Background: an optimization exercise with open tools, aiming at small area. Do not read the settings as production practice. In this exercise RTL edits were held to simulation tests only and were not proved equivalent to the original.

==> run F: inputs <==
## sha256_stream_ctrl
module sha256_stream_ctrl #(
  parameter int TIMEOUT_CYCLES = 64,
  parameter int CNT_W          = 16
) (
  input  logic               clk,
  input  logic               rst_n,
  input  logic               blk_valid,
  output logic               blk_ready,
  input  logic [sha256_pkg::BLOCK_W-1:0] blk_data,
  input  logic               blk_first,
  input  logic               blk_last,
  output logic               comp_start,
  output logic [sha256_pkg::BLOCK_W-1:0] comp_message,
  output logic [sha256_pkg::HASH_W-1:0]  comp_init_hash,
  input  logic [sha256_pkg::HASH_W-1:0]  comp_hash,
  input  logic               comp_done,
  output logic               digest_valid,
  input  logic               digest_ready,
  output logic [sha256_pkg::HASH_W-1:0]  digest,
  output logic               busy,
  output logic               error,
  output logic [CNT_W-1:0]   block_count
);
==> module sha256_stream_ctrl, before the edit <==
module sha256_stream_ctrl #(
  parameter int TIMEOUT_CYCLES = 64,
  parameter int CNT_W          = 16
) (
  input  logic               clk,
  input  logic               rst_n,
  input  logic               blk_valid,
  output logic               blk_ready,
  input  logic [sha256_pkg::BLOCK_W-1:0] blk_data,
  input  logic               blk_first,
  input  logic               blk_last,
  output logic               comp_start,
  output logic [sha256_pkg::BLOCK_W-1:0] comp_message,
  output logic [sha256_pkg::HASH_W-1:0]  comp_init_hash,
  input  logic [sha256_pkg::HASH_W-1:0]  comp_hash,
  input  logic               comp_done,
  output logic               digest_valid,
  input  logic               digest_ready,
  output logic [sha256_pkg::HASH_W-1:0]  digest,
  output logic               busy,
  output logic               error,
  output logic [CNT_W-1:0]   block_count
);
  localparam int               WD_W    = $clog2(TIMEOUT_CYCLES);
  localparam logic [WD_W-1:0]  WD_LAST = WD_W'(TIMEOUT_CYCLES - 1);
  logic st_idle, st_busy, st_run, st_drain, st_digest;
  logic [sha256_pkg::HASH_W-1:0] chain;
  logic chain_valid;
  logic last_flag;
  logic [WD_W-1:0] watchdog;
  logic accept, run_done, run_wait, run_timeout, drain_exit, digest_exit;
  logic load_iv, chain_hold;
  logic nx_idle, nx_run, nx_drain, nx_digest;
  assign blk_ready    = st_idle;
  assign busy         = st_busy;
  assign comp_start   = st_run;
  assign digest_valid = st_digest;
  assign accept      = st_idle & blk_valid;
  assign run_done    = st_run & comp_done;
  assign run_wait    = st_run & ~comp_done;
  assign run_timeout = run_wait & (watchdog == WD_LAST);
  assign drain_exit  = st_drain & ~comp_done;
  assign digest_exit = st_digest & digest_ready;
  assign nx_run    = accept | (run_wait & ~(watchdog == WD_LAST));
  assign nx_drain  = run_done | (st_drain & comp_done);
  assign nx_digest = (drain_exit & last_flag) | (st_digest & ~digest_ready);
  assign nx_idle   = (st_idle & ~blk_valid) | run_timeout | (drain_exit & ~last_flag) | digest_exit;
  always_ff @(posedge clk or negedge rst_n) begin
    if (!rst_n) begin
      st_idle   <= 1'b1;
      st_busy   <= 1'b0;
      st_run    <= 1'b0;
      st_drain  <= 1'b0;
      st_digest <= 1'b0;
    end else begin
      st_idle   <= nx_idle;
      st_busy   <= ~nx_idle;
      st_run    <= nx_run;
      st_drain  <= nx_drain;
      st_digest <= nx_digest;
    end
  end
  always_ff @(posedge clk) begin
    watchdog <= run_wait ? watchdog + 1'b1 : '0;
  end
  always_ff @(posedge clk) begin
    comp_message <= ({sha256_pkg::BLOCK_W{st_idle}} & blk_data)
                  | ({sha256_pkg::BLOCK_W{st_busy}} & comp_message);
  end
  assign load_iv    = accept & (blk_first | ~chain_valid);
  assign chain_hold = (st_busy & ~run_done)
                    | (st_idle & ~(blk_valid & (blk_first | ~chain_valid)));
  for (genvar i = 0; i < sha256_pkg::HASH_W; i++) begin : g_chain
    logic chain_d;
    if (sha256_pkg::SHA256_IV[i])
      assign chain_d = (~run_done | comp_hash[i]) & (~chain_hold | chain[i]);
    else
      assign chain_d = (run_done & comp_hash[i]) | (chain_hold & chain[i]);
    always_ff @(posedge clk) chain[i] <= chain_d;
  end
  assign comp_init_hash = chain;
  assign digest         = chain;
  always_ff @(posedge clk) begin
    if (accept) last_flag <= blk_last;
  end
  always_ff @(posedge clk or negedge rst_n) begin
    if (!rst_n) begin
      chain_valid <= 1'b0;
      error       <= 1'b0;
      block_count <= '0;
    end else begin
      if (accept) begin
        if (blk_first)         error <= 1'b0;
        else if (!chain_valid) error <= 1'b1;
        if (blk_first) block_count <= '0;
      end
      if (run_done) begin
        chain_valid <= 1'b1;
        if (block_count != '1) block_count <= block_count + 1'b1;
      end else if (run_timeout) begin
        error       <= 1'b1;
        chain_valid <= 1'b0;
      end
      if (drain_exit && last_flag) chain_valid <= 1'b0;
    end
  end
endmodule
export LEC_CHECK = 0
export CAP_MARGIN = 20
export CORE_AREA = 5 5 245 245
export DIE_AREA = 0 0 250 250
export SLEW_MARGIN = 20
create_clock -name core_clock -period 5.0 [get_ports {clk}]
standard.sh (not shown) runs the stock make flow with config.mk's settings and CLKGATE_MAP_FILE= SYNTH_SCRIPT=/design/flow/synth_recipe.tcl, a recipe that flattens the netlist after the stock synthesis.
==> flow/flow/run.sh <==
#!/bin/bash
# Standard ORFS flow (the standard.sh, unchanged synthesis) with:
#  - port buffers of the smallest buffer cell instead of the resizer's pick
#  - I/O pins allowed on every routing track so a small die holds all ports,
#    the clock pin placed alone in the middle of the left edge
#  - a clock tree of small clock buffers without dummy loads
set -uo pipefail
F=$(pwd)/flow
bash standard.sh \
  "IO_PLACER_V=met2 met4" \
  "BUFFER_PORTS_ARGS=-buffer_cell sky130_fd_sc_hd__buf_1" \
  "PRE_IO_PLACEMENT_TCL=$F/pins_pre.tcl" \
  "PLACE_PINS_ARGS=-min_distance 1 -min_distance_in_tracks -corner_avoidance 8 -exclude left:121-129" \
  "CTS_ARGS=-sink_clustering_enable -repair_clock_nets -dont_use_dummy_load -buf_list {sky130_fd_sc_hd__clkbuf_4 sky130_fd_sc_hd__clkbuf_8} -sink_clustering_size 20 -sink_clustering_max_diameter 60" \
  finish > standard.log 2>&1
==> flow/flow/pins_pre.tcl <==
# Put the clock pin in the middle of the left edge, with no other pin in a
# band around it (place_pins is told to exclude that band).
place_pin -pin_name clk -layer met3 -location {0.4 125.0} -force_to_die_boundary
==> run B (differences from run F) <==
==> flow/design.v (replaced) <==
package sha256_pkg;
  localparam int BLOCK_W = 512;
  localparam int HASH_W  = 256;
  localparam logic [HASH_W-1:0] SHA256_IV =
    256'h6a09e667_bb67ae85_3c6ef372_a54ff53a_510e527f_9b05688c_1f83d9ab_5be0cd19;
  typedef enum logic [1:0] {
    IDLE   = 2'd0,
    RUN    = 2'd1,
    DRAIN  = 2'd2,
    DIGEST = 2'd3
  } ctrl_state_e;
endpackage
module sha256_stream_ctrl #(
  parameter int TIMEOUT_CYCLES = 64,
  parameter int CNT_W          = 16
) (
  input  logic               clk,
  input  logic               rst_n,
  input  logic               blk_valid,
  output logic               blk_ready,
  input  logic [sha256_pkg::BLOCK_W-1:0] blk_data,
  input  logic               blk_first,
  input  logic               blk_last,
  output logic               comp_start,
  output logic [sha256_pkg::BLOCK_W-1:0] comp_message,
  output logic [sha256_pkg::HASH_W-1:0]  comp_init_hash,
  input  logic [sha256_pkg::HASH_W-1:0]  comp_hash,
  input  logic               comp_done,
  output logic               digest_valid,
  input  logic               digest_ready,
  output logic [sha256_pkg::HASH_W-1:0]  digest,
  output logic               busy,
  output logic               error,
  output logic [CNT_W-1:0]   block_count
);
  localparam int               WD_W    = $clog2(TIMEOUT_CYCLES);
  localparam logic [WD_W-1:0]  WD_LAST = WD_W'(TIMEOUT_CYCLES - 1);
  sha256_pkg::ctrl_state_e        state, state_next;
  logic [sha256_pkg::HASH_W-1:0]  chain;
  logic               chain_valid;
  logic               last_flag;
  logic [WD_W-1:0]    watchdog;
  logic accept, run_done, run_timeout, drain_exit;
  assign blk_ready    = (state == sha256_pkg::IDLE);
  assign digest_valid = (state == sha256_pkg::DIGEST);
  assign busy         = (state != sha256_pkg::IDLE);
  assign accept      = blk_valid & blk_ready;
  assign run_done    = (state == sha256_pkg::RUN) & comp_done;
  assign run_timeout = (state == sha256_pkg::RUN) & ~comp_done & (watchdog == WD_LAST);
  assign drain_exit  = (state == sha256_pkg::DRAIN) & ~comp_done;
  always_ff @(posedge clk or negedge rst_n) begin
    if (!rst_n) state <= sha256_pkg::IDLE;
    else        state <= state_next;
  end
  always_comb begin
    state_next = state;
    unique case (state)
      sha256_pkg::IDLE:    if (accept)                    state_next = sha256_pkg::RUN;
      sha256_pkg::RUN:     if (run_done)                  state_next = sha256_pkg::DRAIN;
               else if (run_timeout)          state_next = sha256_pkg::IDLE;
      sha256_pkg::DRAIN:   if (drain_exit)                state_next = last_flag ? sha256_pkg::DIGEST : sha256_pkg::IDLE;
      sha256_pkg::DIGEST:  if (digest_ready)              state_next = sha256_pkg::IDLE;
      default:                                state_next = sha256_pkg::IDLE;
    endcase
  end
  always_ff @(posedge clk or negedge rst_n) begin
    if (!rst_n) begin
      comp_start     <= 1'b0;
      comp_message   <= '0;
      comp_init_hash <= '0;
      digest         <= '0;
      chain          <= '0;
      chain_valid    <= 1'b0;
      last_flag      <= 1'b0;
      error          <= 1'b0;
      block_count    <= '0;
      watchdog       <= '0;
    end else begin
      if (accept) begin
        comp_message   <= blk_data;
        comp_init_hash <= (blk_first || !chain_valid) ? sha256_pkg::SHA256_IV : chain;
        last_flag      <= blk_last;
        comp_start     <= 1'b1;
        watchdog       <= '0;
        if (blk_first) begin
          block_count <= '0;
          error       <= 1'b0;
        end else if (!chain_valid) begin
          error <= 1'b1;
        end
      end
      if (run_done) begin
        chain       <= comp_hash;
        chain_valid <= 1'b1;
        comp_start  <= 1'b0;
        watchdog    <= '0;
        if (block_count != '1) block_count <= block_count + 1'b1;
      end else if (run_timeout) begin
        comp_start  <= 1'b0;
        error       <= 1'b1;
        chain_valid <= 1'b0;
        watchdog    <= '0;
      end else if (state == sha256_pkg::RUN) begin
        watchdog <= watchdog + 1'b1;
      end
      if (drain_exit && last_flag) begin
        digest      <= chain;
        chain_valid <= 1'b0;
      end
    end
  end
endmodule
==> flow/run.sh (new file) <==
#!/bin/bash
# synth_recipe.tcl (not shown) runs the flow's synth.tcl, then flattens the netlist and writes it again
# the make line also repeats each setting of config.mk as NAME=value (left out here)
make -C /OpenROAD-flow-scripts/flow DESIGN_CONFIG=/design/flow/config.mk WORK_HOME=/design/flow/orfs CLKGATE_MAP_FILE= SYNTH_SCRIPT=/design/flow/synth_recipe.tcl finish
- CORE_AREA: 5 5 245 245 -> 10 10 640 640
- DIE_AREA: 0 0 250 250 -> 0 0 650 650
removed: flow/flow/run.sh
removed: flow/flow/pins_pre.tcl
removed: flow/standard.sh
==> run M (differences from run F) <==
==> flow/flow/run.sh (replaced) <==
#!/bin/bash
# Standard ORFS flow (the standard.sh, unchanged synthesis) with:
#  - port buffers of the smallest buffer cell instead of the resizer's pick
#  - I/O pins allowed on every routing track so a small die holds all ports,
#    the clock pin placed alone in the middle of the left edge
#  - a clock tree of small clock buffers without dummy loads
set -uo pipefail
F=$(pwd)/flow
bash standard.sh \
  "BUFFER_PORTS_ARGS=-buffer_cell sky130_fd_sc_hd__buf_1" \
  "PRE_IO_PLACEMENT_TCL=$F/pins_pre.tcl" \
  "PLACE_PINS_ARGS=-min_distance 1 -min_distance_in_tracks -corner_avoidance 8 -exclude left:146-154" \
  "CTS_ARGS=-sink_clustering_enable -repair_clock_nets -dont_use_dummy_load -buf_list {sky130_fd_sc_hd__clkbuf_4} -sink_clustering_size 10 -sink_clustering_max_diameter 35" \
  finish > standard.log 2>&1
==> flow/flow/pins_pre.tcl (replaced) <==
# Put the clock pin in the middle of the left edge, with no other pin in a
# band around it (place_pins is told to exclude that band).
place_pin -pin_name clk -layer met3 -location {0.4 150.0} -force_to_die_boundary
- CORE_AREA: 5 5 245 245 -> 5 5 295 295
- DIE_AREA: 0 0 250 250 -> 0 0 300 300
==> results.json <==
{
  "htreeDepth": 4,
  "synth_xor_area_share_pct": 0.0353,
  "clockBufferDepth": 4,
  "status": "no timing/DRC/antenna violations",
  "dp.final_hpwl_um": 312000,
  "grt_pass1_wl_um": 481000,
  "yosysSeqAreaShare_pct": 66.0,
  "syn_inst": 5070,
  "synth_area_per_cell_um2": 9.78,
  "initial_core_util_pct": 12.5,
  "synth.top_cell.area_share_pct": 66.0,
  "synth-seq-cells": 1308
}
(the above is from run B)
==> results.json <==
{
  "status": "no timing/DRC/antenna violations",
  "dp.final_hpwl_um": 127000,
  "initial_core_util_pct": 31.3,
  "clockBufferDepth": 3,
  "yosysSeqAreaShare_pct": 61.6,
  "synth_area_per_cell_um2": 12.3,
  "grt_pass1_wl_um": 203000,
  "synth_xor_area_share_pct": 0.201,
  "nWellTaps": 1080,
  "synth.top_cell.area_share_pct": 59.2,
  "syn_inst": 2125,
  "htreeDepth": 4,
  "synth-seq-cells": 798
}
(the above is from run M)
==> results.json <==
{
  "status": "aborted with a tool error",
  "stop_stage": "global routing",
  "firstError": "[ERROR GRT-0116] Global routing finished with congestion. Check the congestion regions in the DRC Viewer.",
  "initial_core_util_pct": 45.6,
  "synth_area_per_cell_um2": 12.3,
  "synth_xor_area_share_pct": 0.201,
  "yosysSeqAreaShare_pct": 61.6,
  "grt_pass1_wl_um": 210000
}
(the above is from run F)

==> afterwards: timing with drivers on the ports <==
No port has a modelled driver above. Below, the same layouts with a new extraction and two added sets of constraints.
Step 1, drivers: a clkbuf_16 drives clk and a buf_2 each remaining input, both assumed.
Step 2 adds t to the input delays and takes it off the output delays; t is the mean of the earliest and latest rising clock arrival at the registers after step 1. Input paths then give back, and output paths get back, about the clock's delay inside the block.
a / b / c = no drivers / after step 1 / after step 2; a / b = the first two.
| run | t (ns) | setup slack, ns | hold WS [ns] | clock arrival spread, ns |
|---|---|---|---|---|
| run B | 0.931 | 1.359 / 1.272 / 1.520 | 0.140 / 0.143 / 0.464 | 0.083 / 0.084 |
| run M | 0.975 | 1.789 / 1.748 / 1.721 | 0.189 / 0.183 / 0.451 | 0.178 / 0.178 |
After both steps setup and hold are still met in every run listed. The setup slack of run M, which loses most, moves by -0.041 ns with the drivers and by -0.068 ns with both steps.
